This is an optimization exercise on Yosys and OpenROAD, whose aim is small area, a short achievable clock period and few clock cycles per item, not a production implementation.
RTL that was checked went through simulation tests only; none was proved equivalent to the original.
Only the layout flow was run in runs 1 and 2; the RTL was not checked for function there.

## design/flow/design.v

```verilog
`default_nettype none
package mhu_pkg;
    localparam bit PREFIX_ADD = 1'b1;
endpackage
`default_nettype wire
`default_nettype none
module mhu_add
#(
    parameter int W = 8
)
(
    input  wire logic [W-1:0] a,
    input  wire logic [W-1:0] b,
    input  wire logic         cin,
    output logic [W-1:0]      s,
    output logic              z
);
    localparam int LV = (W > 32) ? 6 : (W > 16) ? 5 : (W > 8) ? 4 : (W > 4) ? 3 : (W > 2) ? 2 : 1;
    logic [W-1:0] p0;
    logic [LV:0][W-1:0] g;
    logic [LV:0][W-1:0] p;
    always_comb
    begin
        p0 = a ^ b;
        z = (p0[0] == cin);
        for (int i = 1; i < W; i++)
            z = z & (p0[i] == (a[i-1] | b[i-1]));
        g = '0;
        p = '0;
        s = a + b + W'(cin);
        if (mhu_pkg::PREFIX_ADD)
        begin
        g[0] = a & b;
        g[0][0] = (a[0] & b[0]) | (p0[0] & cin);
        p[0] = p0;
        for (int l = 0; l < LV; l++)
        begin
            for (int i = 0; i < W; i++)
            begin
                if (((i >> l) & 1) != 0)
                begin
                    g[l+1][i] = g[l][i] | (p[l][i] & g[l][((i >> l) << l) - 1]);
                    p[l+1][i] = p[l][i] & p[l][((i >> l) << l) - 1];
                end
                else
                begin
                    g[l+1][i] = g[l][i];
                    p[l+1][i] = p[l][i];
                end
            end
        end
        s[0] = p0[0] ^ cin;
        for (int i = 1; i < W; i++)
            s[i] = p0[i] ^ g[LV][i-1];
        end
    end
endmodule
module mhu_add2c
#(
    parameter int W = 8
)
(
    input  wire logic [W-1:0] a,
    input  wire logic [W-1:0] b,
    input  wire logic         c1,
    input  wire logic         c2,
    output logic [W-1:0]      s,
    output logic              z
);
    logic [W-1:0] ps, pc;
    always_comb
    begin
        ps    = a ^ b;
        ps[0] = a[0] ^ b[0] ^ c2;
        pc    = {a[W-2:0] & b[W-2:0], 1'b0};
        pc[1] = (a[0] & b[0]) | (a[0] & c2) | (b[0] & c2);
    end
    mhu_add #(.W(W)) u_add (.a(ps), .b(pc), .cin(c1), .s(s), .z(z));
endmodule
module mhu_cordic_stage
#(
    parameter int STEP = 0,
    parameter int WXI  = 25,
    parameter int WYI  = 25,
    parameter int WYO  = 25,
    parameter int KE   = 25
)
(
    input  wire logic [WXI-1:0]        x_in,
    input  wire logic signed [WYI-1:0] y_in,
    input  wire logic                  d,
    output logic                       d_out,
    output logic [WXI-1:0]             x_out,
    output logic signed [WYO-1:0]      y_out
);
    localparam int W = ((WXI + 1 > WYI) ? WXI + 1 : WYI) + 1;
    logic signed [W-1:0] xs, ys, dx, dy;
    logic neg, yz;
    logic [KE-1:0] ek;
    logic [WYO-1:0] yb;
    always_comb
    begin
        xs  = $signed({{(W-WXI){1'b0}}, x_in});
        ys  = W'(y_in);
        dx  = ys >>> STEP;
        dy  = xs >>> STEP;
        neg = y_in[WYI-1];
        ek  = dx[KE-1:0] ^ {KE{neg}};
        yb  = dy[WYO-1:0] ^ {WYO{d}};
    end
    mhu_add #(.W(WXI)) u_x (.a(x_in), .b(WXI'(ek)), .cin(neg), .s(x_out), .z());
    mhu_add #(.W(WYO)) u_y (.a(ys[WYO-1:0]), .b(yb), .cin(d), .s(y_out), .z(yz));
    assign d_out = !y_out[WYO-1] && !yz;
endmodule
`default_nettype wire
`default_nettype none
module magnetometer_heading_unpack
(
    input  wire logic              clk,
    input  wire logic              rst_n,
    input  wire logic              in_valid,
    output logic                   in_ready,
    input  wire logic [7:0]        x_high_byte,
    input  wire logic [7:0]        x_low_byte,
    input  wire logic [7:0]        y_high_byte,
    input  wire logic [7:0]        y_low_byte,
    input  wire logic [7:0]        z_high_byte,
    input  wire logic [7:0]        z_low_byte,
    output logic                   out_valid,
    input  wire logic              out_ready,
    output logic signed [15:0]     mag_x,
    output logic signed [15:0]     mag_y,
    output logic signed [15:0]     mag_z,
    output logic [16:0]            heading
);
    logic go;             
    logic ov;             
    logic [14:1] v;       
    assign go = !ov || out_ready;
    logic [15:0] in_x, in_y, in_z, ax, ay;
    logic sx, sy, d_0;
    logic [16:0] x1s, y1p, y1n;
    always_comb begin
        in_x = {x_high_byte, x_low_byte};
        in_y = {y_high_byte, y_low_byte};
        in_z = {z_high_byte, z_low_byte};
        sx = in_x[15];
        sy = in_y[15];
        ax = in_x ^ {16{sx}};    
        ay = in_y ^ {16{sy}};    
        d_0 = sx ? sy : (!sy && (in_y != '0));
    end
    logic y1z;
    mhu_add2c #(.W(17)) u_x1 (.a({1'b0, ax}), .b({1'b0, ay}), .c1(sx), .c2(sy), .s(x1s), .z());
    mhu_add2c #(.W(17)) u_yp (.a({1'b0, ay}), .b({1'b1, ~ax}), .c1(!sx), .c2(sy), .s(y1p), .z(y1z));
    mhu_add2c #(.W(17)) u_yn (.a({1'b0, ax}), .b({1'b1, ~ay}), .c1(!sy), .c2(sx), .s(y1n), .z());
    wire [24:0] c1x_1 = 25'({x1s, 8'd0});
    wire signed [24:0] c1y_1 = 25'({(d_0 ? y1p : y1n), 8'd0});
    wire dn_1 = !c1y_1[24] && !y1z;    
    logic [16:0] r1_x;
    logic signed [16:0] r1_y;
    logic [15:0] r1_mx, r1_my, r1_mz;
    logic r1_dn;    
    logic [0:0] r1_d;
    always_ff @(posedge clk)
        if (go) begin
            r1_x <= c1x_1[24:8];
            r1_y <= c1y_1[24:8];
            r1_dn <= dn_1;
            r1_mx <= in_x; r1_my <= in_y; r1_mz <= in_z;
            r1_d <= {d_0};
        end
    wire [24:0] c2x_1 = {r1_x, 8'd0};
    wire signed [24:0] c2y_1 = {r1_y, 8'd0};
    wire d_1 = r1_dn;
    logic dn_2;
    logic [24:0] c2x_2;
    logic signed [24:0] c2y_2;
    mhu_cordic_stage #(.STEP(1), .WXI(25), .WYI(25), .WYO(25), .KE(23)) u_rot1 (
        .x_in(c2x_1), .y_in(c2y_1), .d(d_1), .d_out(dn_2), .x_out(c2x_2), .y_out(c2y_2));
    logic [17:0] r2_x;
    logic signed [17:0] r2_y;
    logic [15:0] r2_mx, r2_my, r2_mz;
    logic r2_dn;    
    logic [1:0] r2_d;
    always_ff @(posedge clk)
        if (go) begin
            r2_x <= c2x_2[24:7];
            r2_y <= c2y_2[24:7];
            r2_dn <= dn_2;
            r2_mx <= r1_mx; r2_my <= r1_my; r2_mz <= r1_mz;
            r2_d <= {d_1, r1_d};
        end
    wire [24:0] c3x_2 = {r2_x, 7'd0};
    wire signed [24:0] c3y_2 = {r2_y, 7'd0};
    wire d_2 = r2_dn;
    logic dn_3;
    logic [24:0] c3x_3;
    logic signed [23:0] c3y_3;
    mhu_cordic_stage #(.STEP(2), .WXI(25), .WYI(25), .WYO(24), .KE(22)) u_rot2 (
        .x_in(c3x_2), .y_in(c3y_2), .d(d_2), .d_out(dn_3), .x_out(c3x_3), .y_out(c3y_3));
    logic [19:0] r3_x;
    logic signed [18:0] r3_y;
    logic [15:0] r3_mx, r3_my, r3_mz;
    logic r3_dn;    
    logic [2:0] r3_d;
    always_ff @(posedge clk)
        if (go) begin
            r3_x <= c3x_3[24:5];
            r3_y <= c3y_3[23:5];
            r3_dn <= dn_3;
            r3_mx <= r2_mx; r3_my <= r2_my; r3_mz <= r2_mz;
            r3_d <= {d_2, r2_d};
        end
    wire [24:0] c4x_3 = {r3_x, 5'd0};
    wire signed [23:0] c4y_3 = {r3_y, 5'd0};
    wire d_3 = r3_dn;
    logic dn_4;
    logic [24:0] c4x_4;
    logic signed [21:0] c4y_4;
    mhu_cordic_stage #(.STEP(3), .WXI(25), .WYI(24), .WYO(22), .KE(20)) u_rot3 (
        .x_in(c4x_3), .y_in(c4y_3), .d(d_3), .d_out(dn_4), .x_out(c4x_4), .y_out(c4y_4));
    logic [22:0] r4_x;
    logic signed [19:0] r4_y;
    logic [15:0] r4_mx, r4_my, r4_mz;
    logic r4_dn;    
    logic [3:0] r4_d;
    always_ff @(posedge clk)
        if (go) begin
            r4_x <= c4x_4[24:2];
            r4_y <= c4y_4[21:2];
            r4_dn <= dn_4;
            r4_mx <= r3_mx; r4_my <= r3_my; r4_mz <= r3_mz;
            r4_d <= {d_3, r3_d};
        end
    wire [24:0] c5x_4 = {r4_x, 2'd0};
    wire signed [21:0] c5y_4 = {r4_y, 2'd0};
    wire d_4 = r4_dn;
    logic dn_5;
    logic [24:0] c5x_5;
    logic signed [21:0] c5y_5;
    mhu_cordic_stage #(.STEP(4), .WXI(25), .WYI(22), .WYO(22), .KE(17)) u_rot4 (
        .x_in(c5x_4), .y_in(c5y_4), .d(d_4), .d_out(dn_5), .x_out(c5x_5), .y_out(c5y_5));
    logic [24:0] r5_x;
    logic signed [21:0] r5_y;
    logic [15:0] r5_mx, r5_my, r5_mz;
    logic r5_dn;    
    logic [4:0] r5_d;
    always_ff @(posedge clk)
        if (go) begin
            r5_x <= c5x_5[24:0];
            r5_y <= c5y_5[21:0];
            r5_dn <= dn_5;
            r5_mx <= r4_mx; r5_my <= r4_my; r5_mz <= r4_mz;
            r5_d <= {d_4, r4_d};
        end
    wire [24:0] c6x_5 = r5_x;
    wire signed [21:0] c6y_5 = r5_y;
    wire d_5 = r5_dn;
    logic dn_6;
    logic [24:0] c6x_6;
    logic signed [20:0] c6y_6;
    mhu_cordic_stage #(.STEP(5), .WXI(25), .WYI(22), .WYO(21), .KE(16)) u_rot5 (
        .x_in(c6x_5), .y_in(c6y_5), .d(d_5), .d_out(dn_6), .x_out(c6x_6), .y_out(c6y_6));
    logic [24:0] r6_x;
    logic signed [20:0] r6_y;
    logic [15:0] r6_mx, r6_my, r6_mz;
    logic r6_dn;    
    logic [5:0] r6_d;
    always_ff @(posedge clk)
        if (go) begin
            r6_x <= c6x_6[24:0];
            r6_y <= c6y_6[20:0];
            r6_dn <= dn_6;
            r6_mx <= r5_mx; r6_my <= r5_my; r6_mz <= r5_mz;
            r6_d <= {d_5, r5_d};
        end
    wire [24:0] c7x_6 = r6_x;
    wire signed [20:0] c7y_6 = r6_y;
    wire d_6 = r6_dn;
    logic dn_7;
    logic [24:0] c7x_7;
    logic signed [19:0] c7y_7;
    mhu_cordic_stage #(.STEP(6), .WXI(25), .WYI(21), .WYO(20), .KE(14)) u_rot6 (
        .x_in(c7x_6), .y_in(c7y_6), .d(d_6), .d_out(dn_7), .x_out(c7x_7), .y_out(c7y_7));
    logic [24:0] r7_x;
    logic signed [19:0] r7_y;
    logic [15:0] r7_mx, r7_my, r7_mz;
    logic r7_dn;    
    logic [6:0] r7_d;
    always_ff @(posedge clk)
        if (go) begin
            r7_x <= c7x_7[24:0];
            r7_y <= c7y_7[19:0];
            r7_dn <= dn_7;
            r7_mx <= r6_mx; r7_my <= r6_my; r7_mz <= r6_mz;
            r7_d <= {d_6, r6_d};
        end
    wire [24:0] c8x_7 = r7_x;
    wire signed [19:0] c8y_7 = r7_y;
    wire d_7 = r7_dn;
    logic dn_8;
    logic [24:0] c8x_8;
    logic signed [18:0] c8y_8;
    mhu_cordic_stage #(.STEP(7), .WXI(25), .WYI(20), .WYO(19), .KE(12)) u_rot7 (
        .x_in(c8x_7), .y_in(c8y_7), .d(d_7), .d_out(dn_8), .x_out(c8x_8), .y_out(c8y_8));
    logic [24:0] r8_x;
    logic signed [18:0] r8_y;
    logic [15:0] r8_mx, r8_my, r8_mz;
    logic r8_dn;    
    logic [7:0] r8_d;
    always_ff @(posedge clk)
        if (go) begin
            r8_x <= c8x_8[24:0];
            r8_y <= c8y_8[18:0];
            r8_dn <= dn_8;
            r8_mx <= r7_mx; r8_my <= r7_my; r8_mz <= r7_mz;
            r8_d <= {d_7, r7_d};
        end
    wire [24:0] c9x_8 = r8_x;
    wire signed [18:0] c9y_8 = r8_y;
    wire d_8 = r8_dn;
    logic dn_9;
    logic [24:0] c9x_9;
    logic signed [17:0] c9y_9;
    mhu_cordic_stage #(.STEP(8), .WXI(25), .WYI(19), .WYO(18), .KE(10)) u_rot8 (
        .x_in(c9x_8), .y_in(c9y_8), .d(d_8), .d_out(dn_9), .x_out(c9x_9), .y_out(c9y_9));
    logic [24:0] r9_x;
    logic signed [17:0] r9_y;
    logic [15:0] r9_mx, r9_my, r9_mz;
    logic r9_dn;    
    logic [8:0] r9_d;
    always_ff @(posedge clk)
        if (go) begin
            r9_x <= c9x_9[24:0];
            r9_y <= c9y_9[17:0];
            r9_dn <= dn_9;
            r9_mx <= r8_mx; r9_my <= r8_my; r9_mz <= r8_mz;
            r9_d <= {d_8, r8_d};
        end
    wire [24:0] c10x_9 = r9_x;
    wire signed [17:0] c10y_9 = r9_y;
    wire d_9 = r9_dn;
    logic dn_10;
    logic [24:0] c10x_10;
    logic signed [16:0] c10y_10;
    mhu_cordic_stage #(.STEP(9), .WXI(25), .WYI(18), .WYO(17), .KE(8)) u_rot9 (
        .x_in(c10x_9), .y_in(c10y_9), .d(d_9), .d_out(dn_10), .x_out(c10x_10), .y_out(c10y_10));
    logic [24:0] r10_x;
    logic signed [16:0] r10_y;
    logic [15:0] r10_mx, r10_my, r10_mz;
    logic r10_dn;    
    logic [9:0] r10_d;
    always_ff @(posedge clk)
        if (go) begin
            r10_x <= c10x_10[24:0];
            r10_y <= c10y_10[16:0];
            r10_dn <= dn_10;
            r10_mx <= r9_mx; r10_my <= r9_my; r10_mz <= r9_mz;
            r10_d <= {d_9, r9_d};
        end
    wire [24:0] c11x_10 = r10_x;
    wire signed [16:0] c11y_10 = r10_y;
    wire d_10 = r10_dn;
    logic dn_11;
    logic [24:0] c11x_11;
    logic signed [15:0] c11y_11;
    mhu_cordic_stage #(.STEP(10), .WXI(25), .WYI(17), .WYO(16), .KE(6)) u_rot10 (
        .x_in(c11x_10), .y_in(c11y_10), .d(d_10), .d_out(dn_11), .x_out(c11x_11), .y_out(c11y_11));
    logic [24:0] r11_x;
    logic signed [15:0] r11_y;
    logic [15:0] r11_mx, r11_my, r11_mz;
    logic r11_dn;    
    logic [10:0] r11_d;
    always_ff @(posedge clk)
        if (go) begin
            r11_x <= c11x_11[24:0];
            r11_y <= c11y_11[15:0];
            r11_dn <= dn_11;
            r11_mx <= r10_mx; r11_my <= r10_my; r11_mz <= r10_mz;
            r11_d <= {d_10, r10_d};
        end
    wire [24:0] c12x_11 = r11_x;
    wire signed [15:0] c12y_11 = r11_y;
    wire d_11 = r11_dn;
    logic dn_12;
    logic [24:0] c12x_12;
    logic signed [14:0] c12y_12;
    mhu_cordic_stage #(.STEP(11), .WXI(25), .WYI(16), .WYO(15), .KE(4)) u_rot11 (
        .x_in(c12x_11), .y_in(c12y_11), .d(d_11), .d_out(dn_12), .x_out(c12x_12), .y_out(c12y_12));
    logic [24:0] r12_x;
    logic signed [14:0] r12_y;
    logic [15:0] r12_mx, r12_my, r12_mz;
    logic r12_dn;    
    logic [11:7] r12_d;
    logic signed [25:0] r12_p;
    logic signed [25:0] p1;
    logic [3:0] pa0_s;
    logic signed [25:0] pa0;
    assign pa0_s = {r11_d[2], r11_d[1], r11_d[0], r11_mx[15]};
    assign pa0 = ({26{pa0_s == 4'd0}} & -26'sd6545688)
        | ({26{pa0_s == 4'd1}} & 26'sd5250792)
        | ({26{pa0_s == 4'd2}} & -26'sd647448)
        | ({26{pa0_s == 4'd3}} & 26'sd11149032)
        | ({26{pa0_s == 4'd4}} & -26'sd3063754)
        | ({26{pa0_s == 4'd5}} & 26'sd8732726)
        | ({26{pa0_s == 4'd6}} & 26'sd2834486)
        | ({26{pa0_s == 4'd7}} & 26'sd14630966)
        | ({26{pa0_s == 4'd8}} & -26'sd4705930)
        | ({26{pa0_s == 4'd9}} & 26'sd7090550)
        | ({26{pa0_s == 4'd10}} & 26'sd1192310)
        | ({26{pa0_s == 4'd11}} & 26'sd12988790)
        | ({26{pa0_s == 4'd12}} & -26'sd1223996)
        | ({26{pa0_s == 4'd13}} & 26'sd10572484)
        | ({26{pa0_s == 4'd14}} & 26'sd4674244)
        | ({26{pa0_s == 4'd15}} & 26'sd16470724);
    logic [3:0] pa1_s;
    logic signed [25:0] pa1;
    assign pa1_s = {r11_d[6], r11_d[5], r11_d[4], r11_d[3]};
    assign pa1 = ({26{pa1_s == 4'd1}} & 26'sd933890)
        | ({26{pa1_s == 4'd2}} & 26'sd468758)
        | ({26{pa1_s == 4'd3}} & 26'sd1402648)
        | ({26{pa1_s == 4'd4}} & 26'sd234608)
        | ({26{pa1_s == 4'd5}} & 26'sd1168498)
        | ({26{pa1_s == 4'd6}} & 26'sd703366)
        | ({26{pa1_s == 4'd7}} & 26'sd1637256)
        | ({26{pa1_s == 4'd8}} & 26'sd117332)
        | ({26{pa1_s == 4'd9}} & 26'sd1051222)
        | ({26{pa1_s == 4'd10}} & 26'sd586090)
        | ({26{pa1_s == 4'd11}} & 26'sd1519980)
        | ({26{pa1_s == 4'd12}} & 26'sd351940)
        | ({26{pa1_s == 4'd13}} & 26'sd1285830)
        | ({26{pa1_s == 4'd14}} & 26'sd820698)
        | ({26{pa1_s == 4'd15}} & 26'sd1754588);
    assign p1 = pa0 + pa1;
    always_ff @(posedge clk)
        if (go) begin
            r12_x <= c12x_12[24:0];
            r12_y <= c12y_12[14:0];
            r12_dn <= dn_12;
            r12_mx <= r11_mx; r12_my <= r11_my; r12_mz <= r11_mz;
            r12_p <= p1;
            r12_d <= {d_11, r11_d[10:7]};
        end
    wire [24:0] c13x_12 = r12_x;
    wire signed [14:0] c13y_12 = r12_y;
    wire d_12 = r12_dn;
    logic dn_13;
    logic [24:0] c13x_13;
    logic signed [13:0] c13y_13;
    mhu_cordic_stage #(.STEP(12), .WXI(25), .WYI(15), .WYO(14), .KE(2)) u_rot12 (
        .x_in(c13x_12), .y_in(c13y_12), .d(d_12), .d_out(dn_13), .x_out(c13x_13), .y_out(c13y_13));
    logic [24:0] r13_x;
    logic signed [13:0] r13_y;
    logic [15:0] r13_mx, r13_my, r13_mz;
    logic r13_dn;    
    logic [12:11] r13_d;
    logic signed [25:0] r13_p;
    logic signed [25:0] p2;
    logic [3:0] pb0_s;
    logic signed [25:0] pb0;
    assign pb0_s = {r12_d[10], r12_d[9], r12_d[8], r12_d[7]};
    assign pb0 = ({26{pb0_s == 4'd1}} & 26'sd58670)
        | ({26{pb0_s == 4'd2}} & 26'sd29336)
        | ({26{pb0_s == 4'd3}} & 26'sd88006)
        | ({26{pb0_s == 4'd4}} & 26'sd14668)
        | ({26{pb0_s == 4'd5}} & 26'sd73338)
        | ({26{pb0_s == 4'd6}} & 26'sd44004)
        | ({26{pb0_s == 4'd7}} & 26'sd102674)
        | ({26{pb0_s == 4'd8}} & 26'sd7334)
        | ({26{pb0_s == 4'd9}} & 26'sd66004)
        | ({26{pb0_s == 4'd10}} & 26'sd36670)
        | ({26{pb0_s == 4'd11}} & 26'sd95340)
        | ({26{pb0_s == 4'd12}} & 26'sd22002)
        | ({26{pb0_s == 4'd13}} & 26'sd80672)
        | ({26{pb0_s == 4'd14}} & 26'sd51338)
        | ({26{pb0_s == 4'd15}} & 26'sd110008);
    assign p2 = r12_p + pb0;
    always_ff @(posedge clk)
        if (go) begin
            r13_x <= c13x_13[24:0];
            r13_y <= c13y_13[13:0];
            r13_dn <= dn_13;
            r13_mx <= r12_mx; r13_my <= r12_my; r13_mz <= r12_mz;
            r13_p <= p2;
            r13_d <= {d_12, r12_d[11]};
        end
    wire [24:0] c14x_13 = r13_x;
    wire signed [13:0] c14y_13 = r13_y;
    wire d_13 = r13_dn;
    logic dn_14;
    logic [24:0] c14x_14;
    logic signed [12:0] c14y_14;
    mhu_cordic_stage #(.STEP(13), .WXI(25), .WYI(14), .WYO(13), .KE(1)) u_rot13 (
        .x_in(c14x_13), .y_in(c14y_13), .d(d_13), .d_out(dn_14), .x_out(c14x_14), .y_out(c14y_14));
    logic [24:0] r14_x;
    logic signed [12:0] r14_y;
    logic [15:0] r14_mx, r14_my, r14_mz;
    logic r14_dn;    
    logic d13_r14;
    logic signed [25:0] r14_tp;    
    logic signed [25:0] tp;
    logic [2:0] pc0_s;
    logic signed [25:0] pc0;
    assign pc0_s = {d_13, r13_d[12], r13_d[11]};
    assign pc0 = ({26{pc0_s == 3'd1}} & 26'sd3666)
        | ({26{pc0_s == 3'd2}} & 26'sd1834)
        | ({26{pc0_s == 3'd3}} & 26'sd5500)
        | ({26{pc0_s == 3'd4}} & 26'sd916)
        | ({26{pc0_s == 3'd5}} & 26'sd4582)
        | ({26{pc0_s == 3'd6}} & 26'sd2750)
        | ({26{pc0_s == 3'd7}} & 26'sd6416);
    assign tp = r13_p + pc0;
    always_ff @(posedge clk)
        if (go) begin
            r14_x <= c14x_14[24:0];
            r14_y <= c14y_14[12:0];
            r14_dn <= dn_14;
            r14_mx <= r13_mx; r14_my <= r13_my; r14_mz <= r13_mz;
            d13_r14 <= d_13;
            r14_tp <= tp;
        end
    wire [24:0] c15x_14 = r14_x;
    wire signed [12:0] c15y_14 = r14_y;
    wire d_14 = r14_dn;
    logic dn_15;
    logic [24:0] c15x_15;
    logic signed [11:0] c15y_15;
    mhu_cordic_stage #(.STEP(14), .WXI(25), .WYI(13), .WYO(12), .KE(1)) u_rot14 (
        .x_in(c15x_14), .y_in(c15y_14), .d(d_14), .d_out(dn_15), .x_out(c15x_15), .y_out(c15y_15));
    logic signed [25:0] tc0, tc1, tc2, tc3;
    logic signed [17:0] s0, s1;
    logic [16:0] h_next;
    logic zero, up;
    always_comb begin
        tc0 = r14_tp + (d_14 ? 26'sd458 : 26'sd0);
        tc1 = r14_tp + (d_14 ? 26'sd714 : 26'sd256);
        tc2 = r14_tp + (d_14 ? 26'sd23593418 : 26'sd23592960);
        tc3 = r14_tp + (d_14 ? 26'sd23593674 : 26'sd23593216);
        s0 = tc0[25:8];
        s1 = tc1[25:8];
        zero = (r14_mx == '0) && (r14_my == '0);
        up = dn_15 && (tc0[7:0] >= 8'd26);
        if (zero) h_next = '0;
        else if (up) h_next = s1[17] ? tc3[24:8] : tc1[24:8];
        else h_next = s0[17] ? tc2[24:8] : tc0[24:8];
    end
    logic [15:0] o_x, o_y, o_z;
    logic [16:0] o_h;
    always_ff @(posedge clk or negedge rst_n)
        if (!rst_n) begin
            v  <= '0;
            ov <= 1'b0;
        end else if (go) begin
            v  <= {v[13:1], in_valid};
            ov <= v[14];
        end
    always_ff @(posedge clk)
        if (go) begin
            o_x <= r14_mx; o_y <= r14_my; o_z <= r14_mz; o_h <= h_next;
        end
    assign in_ready  = go;
    assign out_valid = ov;
    assign mag_x     = $signed(o_x);
    assign mag_y     = $signed(o_y);
    assign mag_z     = $signed(o_z);
    assign heading   = o_h;
endmodule
`default_nettype wire
```

## design/flow/run.sh

```bash
#!/bin/bash
# synth_recipe.tcl (not shown) runs the flow's synth.tcl, then flattens the netlist and writes it again
# the make line also repeats each setting of config.mk as NAME=value (left out here)
make -C /OpenROAD-flow-scripts/flow DESIGN_CONFIG=/design/flow/config.mk WORK_HOME=/design/flow/orfs CLKGATE_MAP_FILE= SYNTH_SCRIPT=/design/flow/synth_recipe.tcl finish
```

## design/flow/config.mk

```make
export PLATFORM = sky130hd
export DESIGN_NAME = magnetometer_heading_unpack
export DESIGN_NICKNAME = magnetometer_heading_unpack
export VERILOG_FILES = /design/flow/design.v
export SDC_FILE = /design/flow/constraint.sdc
export NUM_CORES = 4
export LEC_CHECK = 0
export CAP_MARGIN = 20
export CORE_MARGIN = 2
export CORE_UTILIZATION = 60
export SETUP_SLACK_MARGIN = 2.5
export SLEW_MARGIN = 20
```

## design/flow/constraint.sdc

```tcl
create_clock -name core_clock -period 6.0 [get_ports {clk}]
set_input_delay 1.2000 -clock core_clock [delete_from_list [all_inputs] [get_ports {clk}]]
set_output_delay 1.2000 -clock core_clock [all_outputs]
set_load 0.01 [all_outputs]
```

==> report_table.html, run 1 <==
<table>
<tr><th>Metric</th><th>Value</th></tr>
<tr><th colspan="2">Setup path</th></tr>
<tr><td>RR Endpoint</td><td>r9_dn$_DFFE_PP_</td></tr>
<tr><td>Worst Setup EP</td><td>r9_dn$_DFFE_PP_</td></tr>
<tr><td>Highest fanout seen on the critical path</td><td>6</td></tr>
<tr><td>Worst path cell trace</td><td>buf_12 &gt; xnor2_4 &gt; fa_2 &gt; nor2b_1 &gt; o21ai_1 &gt; nand2b_1 &gt; a2111o_1 &gt; a31oi_4 &gt; o21ai_2 &gt; o41a_1 &gt; a311o_1 &gt; a21oi_2 &gt; fa_2 &gt; xnor2_2 &gt; a21oi_1</td></tr>
<tr><td>Startpoint kind of the worst setup timing path</td><td>register</td></tr>
<tr><td>Critical path endpoint category</td><td>register</td></tr>
<tr><td>Type of the worst setup path</td><td>reg -&gt; reg</td></tr>
<tr><td>Cell type of the slowest stage on the worst timing path</td><td>sky130_fd_sc_hd__a2111o_1</td></tr>
<tr><td>Arrival time worst endpoint</td><td>4290 ps</td></tr>
<tr><td>Top cell by count, worst path</td><td>sky130_fd_sc_hd__fa_2</td></tr>
<tr><td>Data required time at the worst endpoint</td><td>6510 ps</td></tr>
<tr><td>Setup slack of the most critical reg-to-reg path</td><td>2220 ps</td></tr>
<tr><td>Max incr delay on CP</td><td>490 ps</td></tr>
<tr><td>Crit path from</td><td>r8_dn$_DFFE_PP_</td></tr>
<tr><td>R2R cell count</td><td>15</td></tr>
<tr><td>Worst r2r src</td><td>r8_dn$_DFFE_PP_</td></tr>
<tr><th colspan="2">Yosys</th></tr>
<tr><td>Count of state elements after synthesis</td><td>1476</td></tr>
<tr><td>Proportion of synthesized area in mux cells</td><td>0.00791</td></tr>
<tr><td>Fraction of registers with async set/reset</td><td>0.0102</td></tr>
<tr><td>Commonest register cell after synthesis</td><td>sky130_fd_sc_hd__edfxtp_1</td></tr>
<tr><td>Portion of synthesized cell area occupied by the leading cell type</td><td>0.560</td></tr>
<tr><td>Distinct cell type count after synthesis</td><td>87</td></tr>
<tr><td>Synth area leaders</td><td>sky130_fd_sc_hd__edfxtp_1, sky130_fd_sc_hd__ha_1, sky130_fd_sc_hd__xor2_1</td></tr>
<tr><td>Avg Inst Size Synth</td><td>13.2 µm²</td></tr>
<tr><td>Netlist area before placement</td><td>0.0783 mm²</td></tr>
<tr><td>Post-Synth Simple-Gate Area</td><td>0.0591</td></tr>
<tr><td>Dominant combinational cell family by area after synthesis</td><td>adder cells</td></tr>
<tr><td>Library cell with the largest summed area after synthesis</td><td>sky130_fd_sc_hd__edfxtp_1</td></tr>
<tr><td>Fraction of the mapped netlist area in compound gates</td><td>0.0602</td></tr>
<tr><td>Area share of xor/xnor cells in the synthesized design</td><td>0.127</td></tr>
<tr><td>Ys Warns</td><td>29</td></tr>
<tr><td>Net count after synthesis</td><td>6801</td></tr>
<tr><td>EDFF count, synth</td><td>1461</td></tr>
<tr><td>Seq/Total Area, Yosys</td><td>0.565</td></tr>
<tr><td>Most frequent cell after synthesis</td><td>sky130_fd_sc_hd__edfxtp_1</td></tr>
<tr><td>Adder-Cell Fraction of Synth Area</td><td>0.143</td></tr>
<tr><td>Post-synthesis instance total</td><td>5918</td></tr>
<tr><td>Most instantiated cells after synthesis</td><td>sky130_fd_sc_hd__edfxtp_1, sky130_fd_sc_hd__ha_1, sky130_fd_sc_hd__inv_1</td></tr>
<tr><th colspan="2">Clock tree</th></tr>
<tr><td>Inserted Clock Buffers</td><td>155</td></tr>
<tr><td>TritonCTS Sinks</td><td>1476</td></tr>
<tr><td>CTS root buf</td><td>sky130_fd_sc_hd__clkbuf_16</td></tr>
<tr><td>Clock slew at the register clock pins of the worst setup and hold paths</td><td>60 ps</td></tr>
<tr><td>CTS hold repair buffers</td><td>0</td></tr>
<tr><td>Clock Tree Buf Depth</td><td>3</td></tr>
<tr><td>Clock tree from TritonCTS</td><td>yes</td></tr>
<tr><td>Insertion delay to the later sink of the worst-skew pair</td><td>800 ps</td></tr>
<tr><td>CTS HTree Levels</td><td>4</td></tr>
<tr><th colspan="2">Drt</th></tr>
<tr><td>DR vias</td><td>43.8k</td></tr>
<tr><td>Total Routed Length</td><td>153000 µm</td></tr>
<tr><td>Initial DRC Count</td><td>2503</td></tr>
<tr><td>First-pass DRT Iterations</td><td>5</td></tr>
<tr><td>DR DRC count</td><td>0</td></tr>
<tr><td>Routed length per placed instance</td><td>18.6 µm</td></tr>
<tr><td>Residual antenna-violating net count after detailed routing</td><td>0</td></tr>
<tr><td>Post-DR vias/cell</td><td>5.32</td></tr>
<tr><th colspan="2">Layout</th></tr>
<tr><td>Fin util</td><td>0.704</td></tr>
<tr><td>Area of combinational cells with multiple inputs</td><td>0.0333 mm²</td></tr>
<tr><td>Post-Layout Inst Area</td><td>0.0912 mm²</td></tr>
<tr><td>Sequential cell area in the final layout</td><td>0.0442 mm²</td></tr>
<tr><td>Net count reported at finish</td><td>7249</td></tr>
<tr><td>Proportion of layout cells with a drive suffix above 1</td><td>0.132</td></tr>
<tr><td>P&amp;R area growth vs syn</td><td>16.4%</td></tr>
<tr><td>Layout filler cell count</td><td>9033</td></tr>
<tr><td>Inserted Diodes</td><td>0</td></tr>
<tr><th colspan="2">Die</th></tr>
<tr><td>Core Box Area</td><td>0.129 mm²</td></tr>
<tr><td>Area enclosed by the die boundary</td><td>0.133 mm²</td></tr>
<tr><td># IOs</td><td>119</td></tr>
<tr><td>Cell row count</td><td>132</td></tr>
<tr><td>DIE WIDTH</td><td>365 µm</td></tr>
<tr><td>Vertical extent of the die</td><td>365 µm</td></tr>
<tr><td>Initial Util</td><td>0.605</td></tr>
<tr><th colspan="2">GRT</th></tr>
<tr><td>Largest net degree at the start of global routing</td><td>173</td></tr>
<tr><td>First-pass GRT wire length</td><td>234000 µm</td></tr>
<tr><td>Initial antenna violation count</td><td>0</td></tr>
<tr><td>Overall overflow remaining after global route</td><td>0</td></tr>
<tr><td>Via count of the first global-routing pass</td><td>43.4k</td></tr>
<tr><td>Overall track demand over capacity in global routing</td><td>0.228</td></tr>
<tr><th colspan="2">Hold path</th></tr>
<tr><td>Worst min path class</td><td>reg -&gt; reg</td></tr>
<tr><th colspan="2">Placement</th></tr>
<tr><td>Total half-perimeter wirelength after legalization and detailed placement</td><td>110000 µm</td></tr>
<tr><td>Number of buffer cells added on primary ports</td><td>118</td></tr>
<tr><td>Gpl congestion</td><td>0.870</td></tr>
<tr><td>Placed instance area</td><td>0.0817 mm²</td></tr>
<tr><th colspan="2">Timing</th></tr>
<tr><td>Skew final</td><td>52.1 ps</td></tr>
<tr><td>Total count of max-transition violations in the final report</td><td>0</td></tr>
<tr><td>Fmax</td><td>264 MHz</td></tr>
<tr><td>Post-layout minimum cycle time</td><td>3780 ps</td></tr>
<tr><td>Relative slew margins</td><td>0.330</td></tr>
<tr><td>Post-route clock period utilization</td><td>0.630</td></tr>
<tr><td>Final count of hold timing violations</td><td>0</td></tr>
<tr><td>Finish-stage setup viols</td><td>0</td></tr>
<tr><td>Setup repair after global routing missed its margin</td><td>yes</td></tr>
<tr><td>Slew at the pin closest to its max-slew limit</td><td>1000 ps</td></tr>
<tr><th colspan="2">Flow run</th></tr>
<tr><td>Number of maximum-capacitance constraint violations</td><td>0</td></tr>
<tr><th colspan="2">Outcome</th></tr>
<tr><td>Outcome</td><td>complete, no violations</td></tr>
</table>
-- state kept, by name (all words and copies together), names as in the netlist, 21 cells and up --
| register | count |
|---|---|
| r10_x | 25 |
| r11_x | 25 |
| r12_p | 25 |
| r12_x | 25 |
| r13_p | 25 |
| r13_x | 25 |
| r14_tp | 25 |
| r4_x | 23 |
| r5_x | 25 |
| r5_y | 22 |
| r6_x | 25 |
| r6_y | 21 |
| r7_x | 25 |
| r8_x | 25 |
| r9_x | 25 |
-- final cells by class --
type,count,area share
repair buffers,384,0.0398
clock inverters,96,0.0126
multi-input cells,3638,0.365
inverters,711,0.0293
flip-flops and latches,1476,0.485
clock buffers,189,0.0442
well taps,1742,0.0239
-- cells in the final DEF, fill, tap and decap left out, drive strengths merged, types with 22 or more instances in the layout --
cell type / Yosys / layout
and2: 43 / 43
ha: 729 / 729
nand3: 84 / 84
o21bai: 22 / 22
clkdlybuf4s50: 0 / 101
nor4: 47 / 47
clkinv: 0 / 74
buf: 35 / 264
inv: 711 / 711
a31oi: 22 / 22
nor2b: 59 / 59
a211oi: 32 / 32
mux2i: 36 / 36
nand2b: 47 / 47
fa: 102 / 102
nand2: 178 / 178
a21o: 72 / 72
nor2: 195 / 195
nor3: 64 / 64
xnor2: 472 / 472
o21ai: 135 / 135
and3: 38 / 38
o21a: 65 / 65
xor2: 660 / 660
a21oi: 199 / 199
mux2: 23 / 23
clkbuf: 58 / 196
edfxtp: 1461 / 1461
or2: 25 / 25
or3: 28 / 28
nand4: 65 / 65
-- metrics by stage --
stage               hold slack (ps)  TNS (ps)  std cells  worst slack, ps
finish                          386         0       8236             2220
detailed placement              405         0       7723              459
global placement                400         0       7723              531
global route                    397         0       8236             2110
floorplan                       400      -151       5918             -151
CTS                             381         0       8127             2340
-- how the worst min path moves through the flow --
stage                              startpoint            endpoint  slack [ps]  cells past startpoint
final                       r9_d[0]$_DFFE_PP_  r10_d[0]$_DFFE_PP_         390                      0
after global routing       r4_my[1]$_DFFE_PP_  r5_my[1]$_DFFE_PP_         400                      0
after CTS                  r2_mx[5]$_DFFE_PP_  r3_mx[5]$_DFFE_PP_         380                      0
after detailed placement    r9_d[0]$_DFFE_PP_  r10_d[0]$_DFFE_PP_         400                      0
after global placement     r2_my[5]$_DFFE_PP_  r3_my[5]$_DFFE_PP_         400                      0
after floorplan           r14_mz[0]$_DFFE_PP_    o_z[0]$_DFFE_PP_         400                      0
-- kinds of logic after synthesis --
kind of cell / Yosys count
AOI/OAI and AO/OA: 707
xor gates and xnor gates: 1132
adders and majority gates: 833
buffers and inverters: 804
DFF: 1476
muxes: 59
and+or+nand+nor: 907
-- critical path: cells and delay by family, from the launching register on --
kind / cells / cell delay (ps)
buffers and inverters: 1 / 200
AO/OA/AOI/OAI: 8 / 1880
AND/OR/NAND/NOR: 2 / 160
flip-flops: 1 / 480
adder cells (fa/ha/maj): 2 / 480
XOR/XNOR: 2 / 320
-- per-layer routing --
layer / up-vias / GRT usage / part of all wire
li1: 21600 / - / -
met2: 661 / 0.397 / 0.51
met3: 275 / 0.0322 / 0.032
met5: - / 0 / 0
met1: 21300 / 0.290 / 0.42
met4: 0 / 0.0866 / 0.036
-- repair_timing --
action / in CTS / in global routing
endpoints found under the setup margin: 214 / 147
setup buffers: 117 / 105
pin swaps: 67 / 119
cloned: 2 / 4
gates resized for setup: 215 / 276
==> run 2: changes to the inputs <==
--- a/design/flow/design.v
+++ b/design/flow/design.v
@@ -395,9 +395,10 @@
     logic [11:7] r12_d;
     logic signed [25:0] r12_p;
     logic signed [25:0] p1;
+    wire d0_re = r11_mx[15] ? r11_my[15] : (!r11_my[15] && (r11_my != '0));
     logic [3:0] pa0_s;
     logic signed [25:0] pa0;
-    assign pa0_s = {r11_d[2], r11_d[1], r11_d[0], r11_mx[15]};
+    assign pa0_s = {r11_d[2], r11_d[1], d0_re, r11_mx[15]};
     assign pa0 = ({26{pa0_s == 4'd0}} & -26'sd6545688)
         | ({26{pa0_s == 4'd1}} & 26'sd5250792)
         | ({26{pa0_s == 4'd2}} & -26'sd647448)
--- a/design/flow/config.mk
+++ b/design/flow/config.mk
@@ -8,5 +8,8 @@
 export CAP_MARGIN = 20
 export CORE_MARGIN = 2
 export CORE_UTILIZATION = 60
+export CTS_BUF_LIST = sky130_fd_sc_hd__clkbuf_16
+export CTS_CLUSTER_DIAMETER = 80
+export CTS_CLUSTER_SIZE = 25
 export SETUP_SLACK_MARGIN = 2.5
 export SLEW_MARGIN = 20
==> report_table.html, run 2 <==
<table>
<tr><th>Metric</th><th>Value</th></tr>
<tr><th colspan="2">Outcome</th></tr>
<tr><td>Outcome</td><td>complete, no violations</td></tr>
<tr><th colspan="2">Layout</th></tr>
<tr><td>Inserted Diodes</td><td>0 (unchanged)</td></tr>
<tr><td>Layout filler cell count</td><td>9401 (+4.1%)</td></tr>
<tr><td>Net count reported at finish</td><td>7197 (-0.72%)</td></tr>
<tr><td>P&amp;R area growth vs syn</td><td>13.4%</td></tr>
<tr><td>Fin util</td><td>0.685 (-0.0192)</td></tr>
<tr><td>Highest-count cells in the layout ignoring fill and taps</td><td>sky130_fd_sc_hd__edfxtp_1, sky130_fd_sc_hd__inv_1, sky130_fd_sc_hd__ha_1</td></tr>
<tr><td>Most common cell after layout, fill and taps aside</td><td>sky130_fd_sc_hd__edfxtp_1</td></tr>
<tr><td>Post-Layout Inst Area</td><td>0.0887 mm² (-2.7%)</td></tr>
<tr><td>Proportion of layout cells with a drive suffix above 1</td><td>0.119 (-0.0129)</td></tr>
<tr><th colspan="2">Setup path</th></tr>
<tr><td>Type of the worst setup path</td><td>reg -&gt; reg</td></tr>
<tr><td>Startpoint kind of the worst setup timing path</td><td>register</td></tr>
<tr><td>Highest fanout seen on the critical path</td><td>6 (unchanged)</td></tr>
<tr><td>Critical path endpoint category</td><td>register</td></tr>
<tr><td>Data required time at the worst endpoint</td><td>6480 ps (-30 ps)</td></tr>
<tr><td>Arrival time worst endpoint</td><td>4190 ps (-100 ps)</td></tr>
<tr><th colspan="2">Timing</th></tr>
<tr><td>Total count of max-transition violations in the final report</td><td>0 (unchanged)</td></tr>
<tr><td>Final count of hold timing violations</td><td>0 (unchanged)</td></tr>
<tr><td>Post-layout minimum cycle time</td><td>3710 ps (-69.5 ps)</td></tr>
<tr><td>Skew final</td><td>36.9 ps (-15.2 ps)</td></tr>
<tr><td>Total Negative Setup Slacks</td><td>0 ps (unchanged)</td></tr>
<tr><td>Relative slew margins</td><td>0.231 (-0.0994)</td></tr>
<tr><td>Finish-stage setup viols</td><td>0 (unchanged)</td></tr>
<tr><td>Worst setup margin</td><td>2290 ps (+69.5 ps)</td></tr>
<tr><td>Fmax</td><td>269 MHz (+1.9%)</td></tr>
<tr><td>Slew at the pin closest to its max-slew limit</td><td>1140 ps (+135 ps)</td></tr>
<tr><td>Post-route clock period utilization</td><td>0.619 (-0.0116)</td></tr>
<tr><td>Setup repair after global routing missed its margin</td><td>yes</td></tr>
<tr><th colspan="2">Drt</th></tr>
<tr><td>First-pass DRT Iterations</td><td>5 (unchanged)</td></tr>
<tr><td>DR vias</td><td>43.6k (-0.47%)</td></tr>
<tr><td>Post-DR vias/cell</td><td>5.38 (+1.1%)</td></tr>
<tr><td>DR DRC count</td><td>0 (unchanged)</td></tr>
<tr><td>Routed length per placed instance</td><td>19.0 µm (+2.1%)</td></tr>
<tr><td>Total Routed Length</td><td>154000 µm (+0.53%)</td></tr>
<tr><td>Residual antenna-violating net count after detailed routing</td><td>0 (unchanged)</td></tr>
<tr><td>Initial DRC Count</td><td>2781 (+11%)</td></tr>
<tr><th colspan="2">Clock tree</th></tr>
<tr><td>TritonCTS Sinks</td><td>1465 (-0.75%)</td></tr>
<tr><td>CTS root buf</td><td>sky130_fd_sc_hd__clkbuf_16</td></tr>
<tr><td>Insertion delay to the later sink of the worst-skew pair</td><td>730 ps (-70 ps)</td></tr>
<tr><td>Clock Tree Buf Depth</td><td>3 (unchanged)</td></tr>
<tr><td>Clock tree from TritonCTS</td><td>yes</td></tr>
<tr><td>Clock slew at the register clock pins of the worst setup and hold paths</td><td>90 ps (+30 ps)</td></tr>
<tr><td>Inserted Clock Buffers</td><td>82 (-47%)</td></tr>
<tr><td>CTS HTree Levels</td><td>3 (-1)</td></tr>
<tr><th colspan="2">GRT</th></tr>
<tr><td>Largest net degree at the start of global routing</td><td>177 (+2.3%)</td></tr>
<tr><td>First-pass GRT wire length</td><td>236000 µm (+0.80%)</td></tr>
<tr><td>Overall overflow remaining after global route</td><td>0 (unchanged)</td></tr>
<tr><td>Overall track demand over capacity in global routing</td><td>0.229 (+0.000692)</td></tr>
<tr><td>Via count of the first global-routing pass</td><td>43.6k (+0.52%)</td></tr>
<tr><td>Initial antenna violation count</td><td>1 (+1)</td></tr>
<tr><th colspan="2">Yosys</th></tr>
<tr><td>Ys Warns</td><td>29 (unchanged)</td></tr>
<tr><td>Net count after synthesis</td><td>6825 (+0.35%)</td></tr>
<tr><td>Avg Inst Size Synth</td><td>13.2 µm² (-0.57%)</td></tr>
<tr><td>Seq/Total Area, Yosys</td><td>0.562 (-0.00318)</td></tr>
<tr><td>Most frequent cell after synthesis</td><td>sky130_fd_sc_hd__edfxtp_1</td></tr>
<tr><td>EDFF count, synth</td><td>1450 (-0.75%)</td></tr>
<tr><td>Most instantiated cells after synthesis</td><td>sky130_fd_sc_hd__edfxtp_1, sky130_fd_sc_hd__ha_1, sky130_fd_sc_hd__inv_1</td></tr>
<tr><td>Count of state elements after synthesis</td><td>1465 (-0.75%)</td></tr>
<tr><td>Portion of synthesized cell area occupied by the leading cell type</td><td>0.557 (-0.00318)</td></tr>
<tr><td>Distinct cell type count after synthesis</td><td>88 (+1.1%)</td></tr>
<tr><td>Fraction of registers with async set/reset</td><td>0.0102 (+0.0000763)</td></tr>
<tr><td>Netlist area before placement</td><td>0.0782 mm² (-0.19%)</td></tr>
<tr><td>Library cell with the largest summed area after synthesis</td><td>sky130_fd_sc_hd__edfxtp_1</td></tr>
<tr><td>Commonest register cell after synthesis</td><td>sky130_fd_sc_hd__edfxtp_1</td></tr>
<tr><td>Post-synthesis instance total</td><td>5941 (+0.39%)</td></tr>
<tr><td>Synth area leaders</td><td>sky130_fd_sc_hd__edfxtp_1, sky130_fd_sc_hd__ha_1, sky130_fd_sc_hd__xor2_1</td></tr>
<tr><th colspan="2">Die</th></tr>
<tr><td>DIE WIDTH</td><td>365 µm (about the same)</td></tr>
<tr><td>Area enclosed by the die boundary</td><td>0.133 mm² (-0.18%)</td></tr>
<tr><td>Vertical extent of the die</td><td>365 µm (about the same)</td></tr>
<tr><td>Core Box Area</td><td>0.129 mm² (unchanged)</td></tr>
<tr><td>Initial Util</td><td>0.604 (-0.00112)</td></tr>
<tr><td># IOs</td><td>119 (unchanged)</td></tr>
<tr><td>Cell row count</td><td>132 (unchanged)</td></tr>
<tr><th colspan="2">Placement</th></tr>
<tr><td>Number of buffer cells added on primary ports</td><td>118 (unchanged)</td></tr>
<tr><td>Total half-perimeter wirelength after legalization and detailed placement</td><td>112000 µm (+2.2%)</td></tr>
<tr><td>Pre-CTS worst setup slack</td><td>524 ps (+65.1 ps)</td></tr>
<tr><td>Placed instance area</td><td>0.0816 mm² (-0.16%)</td></tr>
<tr><td>Gpl congestion</td><td>0.862 (-0.92%)</td></tr>
<tr><th colspan="2">Hold path</th></tr>
<tr><td>Worst min path class</td><td>reg -&gt; reg</td></tr>
<tr><th colspan="2">Flow run</th></tr>
<tr><td>Number of maximum-capacitance constraint violations</td><td>0 (unchanged)</td></tr>
</table>
-- run 2: cells by family (layout without fill, tap and decap cells) --
group / Yosys count / after routing / synth area share
simple gates: 952 / 952 / 0.0619
buf+inv: 798 / 1224 / 0.0385
xor+xnor: 1135 / 1135 / 0.127
compound gates: 691 / 691 / 0.0587
fa+ha+maj: 834 / 834 / 0.143
mux: 66 / 66 / 0.00878
flops: 1465 / 1465 / 0.562
-- run 2: path summary, 6_finish.rpt --
path,to,slack (ps),from,cells past startpoint
worst max-delay path,r9_dn$_DFFE_PP_,2290,r8_dn$_DFFE_PP_,15
worst min-delay path,r11_d[9]$_DFFE_PP_,410,r10_d[9]$_DFFE_PP_,0
worst max register to register,r9_dn$_DFFE_PP_,2290,r8_dn$_DFFE_PP_,15
worst min register to register,r11_d[9]$_DFFE_PP_,410,r10_d[9]$_DFFE_PP_,0
max in group asynchronous,v[5]$_DFFE_PN0P_,4700,rst_n,1
min in group asynchronous,v[10]$_DFFE_PN0P_,880,rst_n,1
-- run 2: area by class of cell --
type / count / area [µm²] / share of cell area
multi-input combinational: 3678 / 33600 / 0.378
tap: 1742 / 2180 / 0.0246
sequential: 1465 / 43900 / 0.495
timing repair buffer: 379 / 3580 / 0.0404
inverter: 707 / 2660 / 0.0300
clock buffer: 83 / 2080 / 0.0234
clock inverter: 55 / 706 / 0.00796
-- run 2: metrics by stage --
step / hold slack (ps) / instances
detailed placement: 405 / 7749
global route: 415 / 8109
finish: 414 / 8109
floorplan: 400 / 5941
CTS: 404 / 8035
global placement: 400 / 7749
-- run 2: critical path, stage by stage, from the launching register on --
cell and delay (ps):
sky130_fd_sc_hd__edfxtp_1 500, sky130_fd_sc_hd__buf_8 200, sky130_fd_sc_hd__xnor2_4 170, sky130_fd_sc_hd__fa_2 250
sky130_fd_sc_hd__nor2b_2 40, sky130_fd_sc_hd__o21ai_1 150, sky130_fd_sc_hd__nand2b_1 90, sky130_fd_sc_hd__a2111o_1 480
sky130_fd_sc_hd__a31oi_4 230, sky130_fd_sc_hd__o21ai_4 80, sky130_fd_sc_hd__o41a_1 360, sky130_fd_sc_hd__a311oi_2 330
sky130_fd_sc_hd__o21ba_2 190, sky130_fd_sc_hd__fa_2 210, sky130_fd_sc_hd__xnor2_2 110, sky130_fd_sc_hd__a21oi_1 50
-- run 2: repair_timing --
item,4_1_cts,5_1_grt
pin swaps,75,142
resized for setup,261,273
setup endpoints to repair,234,164
gates cloned,1,4
setup buffers,147,70
hold buffers,0,0
hold endpoints to repair,0,0
-- run 2: per-layer routing --
metal,share of wire,wire length [µm],up-vias,track usage
li1,-,-,21400,-
met1,0.44,67800,21300,0.305
met2,0.49,75400,676,0.390
met3,0.038,5880,231,0.0290
met4,0.033,5160,0,0.0758
met5,0,0,-,0
==> run 3: changes to the inputs <==
--- a/design/flow/design.v
+++ b/design/flow/design.v
@@ -395,44 +395,46 @@
     logic [11:7] r12_d;
     logic signed [25:0] r12_p;
     logic signed [25:0] p1;
-    wire d0_re = r11_mx[15] ? r11_my[15] : (!r11_my[15] && (r11_my != '0));
-    logic [3:0] pa0_s;
     logic signed [25:0] pa0;
-    assign pa0_s = {r11_d[2], r11_d[1], d0_re, r11_mx[15]};
-    assign pa0 = ({26{pa0_s == 4'd0}} & -26'sd6545688)
-        | ({26{pa0_s == 4'd1}} & 26'sd5250792)
-        | ({26{pa0_s == 4'd2}} & -26'sd647448)
-        | ({26{pa0_s == 4'd3}} & 26'sd11149032)
-        | ({26{pa0_s == 4'd4}} & -26'sd3063754)
-        | ({26{pa0_s == 4'd5}} & 26'sd8732726)
-        | ({26{pa0_s == 4'd6}} & 26'sd2834486)
-        | ({26{pa0_s == 4'd7}} & 26'sd14630966)
-        | ({26{pa0_s == 4'd8}} & -26'sd4705930)
-        | ({26{pa0_s == 4'd9}} & 26'sd7090550)
-        | ({26{pa0_s == 4'd10}} & 26'sd1192310)
-        | ({26{pa0_s == 4'd11}} & 26'sd12988790)
-        | ({26{pa0_s == 4'd12}} & -26'sd1223996)
-        | ({26{pa0_s == 4'd13}} & 26'sd10572484)
-        | ({26{pa0_s == 4'd14}} & 26'sd4674244)
-        | ({26{pa0_s == 4'd15}} & 26'sd16470724);
-    logic [3:0] pa1_s;
+    always_comb
+        case ({r11_d[2], r11_d[1], r11_d[0], r11_mx[15]})
+            4'd0: pa0 = -26'sd6545688;
+            4'd1: pa0 = 26'sd5250792;
+            4'd2: pa0 = -26'sd647448;
+            4'd3: pa0 = 26'sd11149032;
+            4'd4: pa0 = -26'sd3063754;
+            4'd5: pa0 = 26'sd8732726;
+            4'd6: pa0 = 26'sd2834486;
+            4'd7: pa0 = 26'sd14630966;
+            4'd8: pa0 = -26'sd4705930;
+            4'd9: pa0 = 26'sd7090550;
+            4'd10: pa0 = 26'sd1192310;
+            4'd11: pa0 = 26'sd12988790;
+            4'd12: pa0 = -26'sd1223996;
+            4'd13: pa0 = 26'sd10572484;
+            4'd14: pa0 = 26'sd4674244;
+            default: pa0 = 26'sd16470724;
+        endcase
     logic signed [25:0] pa1;
-    assign pa1_s = {r11_d[6], r11_d[5], r11_d[4], r11_d[3]};
-    assign pa1 = ({26{pa1_s == 4'd1}} & 26'sd933890)
-        | ({26{pa1_s == 4'd2}} & 26'sd468758)
-        | ({26{pa1_s == 4'd3}} & 26'sd1402648)
-        | ({26{pa1_s == 4'd4}} & 26'sd234608)
-        | ({26{pa1_s == 4'd5}} & 26'sd1168498)
-        | ({26{pa1_s == 4'd6}} & 26'sd703366)
-        | ({26{pa1_s == 4'd7}} & 26'sd1637256)
-        | ({26{pa1_s == 4'd8}} & 26'sd117332)
-        | ({26{pa1_s == 4'd9}} & 26'sd1051222)
-        | ({26{pa1_s == 4'd10}} & 26'sd586090)
-        | ({26{pa1_s == 4'd11}} & 26'sd1519980)
-        | ({26{pa1_s == 4'd12}} & 26'sd351940)
-        | ({26{pa1_s == 4'd13}} & 26'sd1285830)
-        | ({26{pa1_s == 4'd14}} & 26'sd820698)
-        | ({26{pa1_s == 4'd15}} & 26'sd1754588);
+    always_comb
+        case ({r11_d[6], r11_d[5], r11_d[4], r11_d[3]})
+            4'd0: pa1 = 26'sd0;
+            4'd1: pa1 = 26'sd933890;
+            4'd2: pa1 = 26'sd468758;
+            4'd3: pa1 = 26'sd1402648;
+            4'd4: pa1 = 26'sd234608;
+            4'd5: pa1 = 26'sd1168498;
+            4'd6: pa1 = 26'sd703366;
+            4'd7: pa1 = 26'sd1637256;
+            4'd8: pa1 = 26'sd117332;
+            4'd9: pa1 = 26'sd1051222;
+            4'd10: pa1 = 26'sd586090;
+            4'd11: pa1 = 26'sd1519980;
+            4'd12: pa1 = 26'sd351940;
+            4'd13: pa1 = 26'sd1285830;
+            4'd14: pa1 = 26'sd820698;
+            default: pa1 = 26'sd1754588;
+        endcase
     assign p1 = pa0 + pa1;
     always_ff @(posedge clk)
         if (go) begin
@@ -458,24 +460,26 @@
     logic [12:11] r13_d;
     logic signed [25:0] r13_p;
     logic signed [25:0] p2;
-    logic [3:0] pb0_s;
     logic signed [25:0] pb0;
-    assign pb0_s = {r12_d[10], r12_d[9], r12_d[8], r12_d[7]};
-    assign pb0 = ({26{pb0_s == 4'd1}} & 26'sd58670)
-        | ({26{pb0_s == 4'd2}} & 26'sd29336)
-        | ({26{pb0_s == 4'd3}} & 26'sd88006)
-        | ({26{pb0_s == 4'd4}} & 26'sd14668)
-        | ({26{pb0_s == 4'd5}} & 26'sd73338)
-        | ({26{pb0_s == 4'd6}} & 26'sd44004)
-        | ({26{pb0_s == 4'd7}} & 26'sd102674)
-        | ({26{pb0_s == 4'd8}} & 26'sd7334)
-        | ({26{pb0_s == 4'd9}} & 26'sd66004)
-        | ({26{pb0_s == 4'd10}} & 26'sd36670)
-        | ({26{pb0_s == 4'd11}} & 26'sd95340)
-        | ({26{pb0_s == 4'd12}} & 26'sd22002)
-        | ({26{pb0_s == 4'd13}} & 26'sd80672)
-        | ({26{pb0_s == 4'd14}} & 26'sd51338)
-        | ({26{pb0_s == 4'd15}} & 26'sd110008);
+    always_comb
+        case ({r12_d[10], r12_d[9], r12_d[8], r12_d[7]})
+            4'd0: pb0 = 26'sd0;
+            4'd1: pb0 = 26'sd58670;
+            4'd2: pb0 = 26'sd29336;
+            4'd3: pb0 = 26'sd88006;
+            4'd4: pb0 = 26'sd14668;
+            4'd5: pb0 = 26'sd73338;
+            4'd6: pb0 = 26'sd44004;
+            4'd7: pb0 = 26'sd102674;
+            4'd8: pb0 = 26'sd7334;
+            4'd9: pb0 = 26'sd66004;
+            4'd10: pb0 = 26'sd36670;
+            4'd11: pb0 = 26'sd95340;
+            4'd12: pb0 = 26'sd22002;
+            4'd13: pb0 = 26'sd80672;
+            4'd14: pb0 = 26'sd51338;
+            default: pb0 = 26'sd110008;
+        endcase
     assign p2 = r12_p + pb0;
     always_ff @(posedge clk)
         if (go) begin
@@ -501,16 +505,18 @@
     logic d13_r14;
     logic signed [25:0] r14_tp;    
     logic signed [25:0] tp;
-    logic [2:0] pc0_s;
     logic signed [25:0] pc0;
-    assign pc0_s = {d_13, r13_d[12], r13_d[11]};
-    assign pc0 = ({26{pc0_s == 3'd1}} & 26'sd3666)
-        | ({26{pc0_s == 3'd2}} & 26'sd1834)
-        | ({26{pc0_s == 3'd3}} & 26'sd5500)
-        | ({26{pc0_s == 3'd4}} & 26'sd916)
-        | ({26{pc0_s == 3'd5}} & 26'sd4582)
-        | ({26{pc0_s == 3'd6}} & 26'sd2750)
-        | ({26{pc0_s == 3'd7}} & 26'sd6416);
+    always_comb
+        case ({d_13, r13_d[12], r13_d[11]})
+            3'd0: pc0 = 26'sd0;
+            3'd1: pc0 = 26'sd3666;
+            3'd2: pc0 = 26'sd1834;
+            3'd3: pc0 = 26'sd5500;
+            3'd4: pc0 = 26'sd916;
+            3'd5: pc0 = 26'sd4582;
+            3'd6: pc0 = 26'sd2750;
+            default: pc0 = 26'sd6416;
+        endcase
     assign tp = r13_p + pc0;
     always_ff @(posedge clk)
         if (go) begin
--- a/design/flow/config.mk
+++ b/design/flow/config.mk
@@ -7,9 +7,6 @@
 export LEC_CHECK = 0
 export CAP_MARGIN = 20
 export CORE_MARGIN = 2
-export CORE_UTILIZATION = 60
-export CTS_BUF_LIST = sky130_fd_sc_hd__clkbuf_16
-export CTS_CLUSTER_DIAMETER = 80
-export CTS_CLUSTER_SIZE = 25
+export CORE_UTILIZATION = 70
 export SETUP_SLACK_MARGIN = 2.5
 export SLEW_MARGIN = 20
==> report_table.html, run 3 <==
<table>
<tr><th>Metric</th><th>Value</th></tr>
<tr><th colspan="2">Layout</th></tr>
<tr><td>Highest-count cells in the layout ignoring fill and taps</td><td>sky130_fd_sc_hd__edfxtp_1, sky130_fd_sc_hd__ha_1, sky130_fd_sc_hd__inv_1</td></tr>
<tr><td>Most common cell after layout, fill and taps aside</td><td>sky130_fd_sc_hd__edfxtp_1</td></tr>
<tr><td>Final non-filler cell total</td><td>8153 (+0.54%)</td></tr>
<tr><td>Proportion of layout cells with a drive suffix above 1</td><td>0.0987 (-0.0204)</td></tr>
<tr><td>P&amp;R area growth vs syn</td><td>13.7%</td></tr>
<tr><th colspan="2">Clock tree</th></tr>
<tr><td>CTS root buf</td><td>sky130_fd_sc_hd__clkbuf_16</td></tr>
<tr><td>TritonCTS Sinks</td><td>1528 (+4.3%)</td></tr>
<tr><td>Insertion delay to the later sink of the worst-skew pair</td><td>770 ps (+40 ps)</td></tr>
<tr><td>Inserted Clock Buffers</td><td>153 (+87%)</td></tr>
<tr><td>CTS HTree Levels</td><td>4 (+1)</td></tr>
<tr><td>Clock tree from TritonCTS</td><td>yes</td></tr>
<tr><th colspan="2">Yosys</th></tr>
<tr><td>Synth area leaders</td><td>sky130_fd_sc_hd__edfxtp_1, sky130_fd_sc_hd__ha_1, sky130_fd_sc_hd__xor2_1</td></tr>
<tr><td>Avg Inst Size Synth</td><td>13.0 µm² (-0.91%)</td></tr>
<tr><td>Netlist area before placement</td><td>0.0803 mm² (+2.7%)</td></tr>
<tr><td>Fraction of registers with async set/reset</td><td>0.00982 (-0.000422)</td></tr>
<tr><td>Count of state elements after synthesis</td><td>1528 (+4.3%)</td></tr>
<tr><td>Ys Warns</td><td>29 (unchanged)</td></tr>
<tr><td>Most frequent cell after synthesis</td><td>sky130_fd_sc_hd__edfxtp_1</td></tr>
<tr><th colspan="2">Setup path</th></tr>
<tr><td>Top cell by count, worst path</td><td>sky130_fd_sc_hd__buf_6</td></tr>
<tr><td>Type of the worst setup path</td><td>in -&gt; reg</td></tr>
<tr><td>Arrival time worst endpoint</td><td>4060 ps (-130 ps)</td></tr>
<tr><td>Data required time at the worst endpoint</td><td>6500 ps (+20 ps)</td></tr>
<tr><td>Worst path cell trace</td><td>buf_6 &gt; buf_6 &gt; buf_6 &gt; xnor2_4 &gt; xor2_1 &gt; ha_2 &gt; fa_2 &gt; a211oi_4 &gt; o21ai_2 &gt; a31oi_4 &gt; o211ai_1 &gt; a21oi_2 &gt; or3_1 &gt; a32o_2</td></tr>
<tr><td>Startpoint kind of the worst setup timing path</td><td>input port</td></tr>
<tr><td>Critical path endpoint category</td><td>register</td></tr>
<tr><th colspan="2">Timing</th></tr>
<tr><td>Setup repair after global routing missed its margin</td><td>yes</td></tr>
<tr><td>Total Negative Setup Slacks</td><td>0 ps (unchanged)</td></tr>
<tr><td>Fmax</td><td>281 MHz (+4.4%)</td></tr>
<tr><td>Slew at the pin closest to its max-slew limit</td><td>1090 ps (-48.7 ps)</td></tr>
<tr><th colspan="2">GRT</th></tr>
<tr><td>First-pass GRT wire length</td><td>265000 µm (+12%)</td></tr>
<tr><td>Via count of the first global-routing pass</td><td>48.2k (+10%)</td></tr>
<tr><td>Overall track demand over capacity in global routing</td><td>0.293 (+0.0646)</td></tr>
<tr><td>Largest net degree at the start of global routing</td><td>189 (+6.8%)</td></tr>
<tr><th colspan="2">Die</th></tr>
<tr><td>Vertical extent of the die</td><td>343 µm (-6.1%)</td></tr>
<tr><td>Core Box Area</td><td>0.114 mm² (-12%)</td></tr>
<tr><td>Area enclosed by the die boundary</td><td>0.117 mm² (-12%)</td></tr>
<tr><th colspan="2">Hold path</th></tr>
<tr><td>Worst min path class</td><td>reg -&gt; reg</td></tr>
<tr><th colspan="2">Drt</th></tr>
<tr><td>Met2 routed wirelength</td><td>90000 µm (+19%)</td></tr>
<tr><td>Post-DR vias/cell</td><td>5.80 (+7.7%)</td></tr>
<tr><td>Residual antenna-violating net count after detailed routing</td><td>0 (unchanged)</td></tr>
<tr><td>First-pass DRT Iterations</td><td>6 (+1)</td></tr>
<tr><th colspan="2">Outcome</th></tr>
<tr><td>Outcome</td><td>complete, no violations</td></tr>
<tr><th colspan="2">Placement</th></tr>
<tr><td>Gpl congestion</td><td>0.916 (+6.3%)</td></tr>
<tr><td>Instance count after placement with tap cells included</td><td>7744 (-0.065%)</td></tr>
<tr><td>Total half-perimeter wirelength after legalization and detailed placement</td><td>117000 µm (+4.2%)</td></tr>
<tr><td>Placed instance area</td><td>0.0835 mm² (+2.3%)</td></tr>
</table>
-- run 3: through the flow --
step           worst slack (ps)
6_report                   2450
5_1_grt                    2350
4_1_cts                    2440
3_5_place_dp                653
3_3_place_gp                652
2_1_floorplan            -18430
-- run 3: worst max-delay path, delay by kind of cell --
kind / cells / cell delay [ps]
xor gates and xnor gates: 2 / 390
AOI/OAI and AO/OA: 6 / 1240
and+or+nand+nor: 1 / 390
buffers and inverters: 3 / 350
adders and majority gates: 2 / 470
-- run 3: final cells by class --
cell class | count | area, µm² | area share
Timing Repair Buffer | 291 | 2790 | 0.0306
Inverter | 723 | 2720 | 0.0298
Sequential cell | 1528 | 45300 | 0.496
Clock inverter | 88 | 956 | 0.0105
Antenna cell | 2 | 5.00 | 0.0000548
Multi-Input combinational cell | 3821 | 33600 | 0.368
Clock buffer | 188 | 4090 | 0.0447
Tap cell | 1512 | 1890 | 0.0207
-- run 3: path summary, 6_finish.rpt --
path,from,endpoint,slack [ps],cells after the start
worst max-delay path,y_high_byte[7],r1_y[16]$_DFFE_PN_,2450,14
worst min-delay path,r8_mx[3]$_DFFE_PN_,r9_mx[3]$_DFFE_PN_,400,0
worst max register to register,r11_dn$_DFFE_PN_,r12_y[12]$_DFFE_PN_,2510,12
worst min register to register,r8_mx[3]$_DFFE_PN_,r9_mx[3]$_DFFE_PN_,400,0
max in group asynchronous,rst_n,v[5]$_DFFE_PN0N_,4720,1
min in group asynchronous,rst_n,v[14]$_DFFE_PN0N_,850,1
-- run 3: kinds of logic after synthesis --
| family | after synthesis | synth area share |
|---|---|---|
| AO/OA/AOI/OAI | 742 | 0.0604 |
| XOR/XNOR | 1120 | 0.122 |
| adder cells (fa/ha/maj) | 852 | 0.142 |
| buffers and inverters | 810 | 0.0380 |
| flip-flops | 1528 | 0.564 |
| multiplexers | 70 | 0.00905 |
| AND/OR/NAND/NOR | 1037 | 0.0644 |
-- run 3: layer usage --
metal  track usage  vias up
met4         0.138        0
met2         0.527     1466
met3        0.0362      462
met5             0        -
met1         0.352    23100
li1              -    22300
-- run 3: what timing repair did --
item	in CTS	in global routing
resized for setup	184	177
pin swaps	51	74
hold buffers	0	0
setup buffers	65	63
gates cloned	1	2
endpoints found under the setup margin	192	143
endpoints found under the hold margin	0	0
Testbench counts of run 3, summed over its fixed seeds: cycles 16,120, items 16,000.

-- afterwards: timing with drivers on the ports --
The results above use ideal ports. As a check the final layouts listed here were re-extracted and re-timed, cells and wires unchanged.
Step 1: set_driving_cell puts a clkbuf_16 on clk and a buf_2 on each other input, an assumption about the parent block.
Step 2 times the ports against the registers' clock, not the clock port: input delays grow and output delays shrink by t, the midpoint of the rising clock arrivals with the driver on.
Three values: ideal ports, drivers, drivers and shift; two values: the first two.
| run | t, ns | setup WS [ns] | worst hold slack (ns) | cell pins on the clock port's net |
|---|---|---|---|---|
| run 1 | 0.861 | 2.219 / 2.219 / 1.721 | 0.386 / 0.386 / 0.386 | 1 |
| run 2 | 0.792 | 2.289 / 2.289 / 1.773 | 0.414 / 0.414 / 0.414 | 1 |
| run 3 | 0.831 | 2.446 / 2.486 / 1.656 | 0.404 / 0.404 / 0.404 | 1 |
After both steps every run listed still meets setup and hold. For run 3, which loses most, drivers alone change the setup slack by +0.040 ns; drivers and shift together by -0.790 ns.
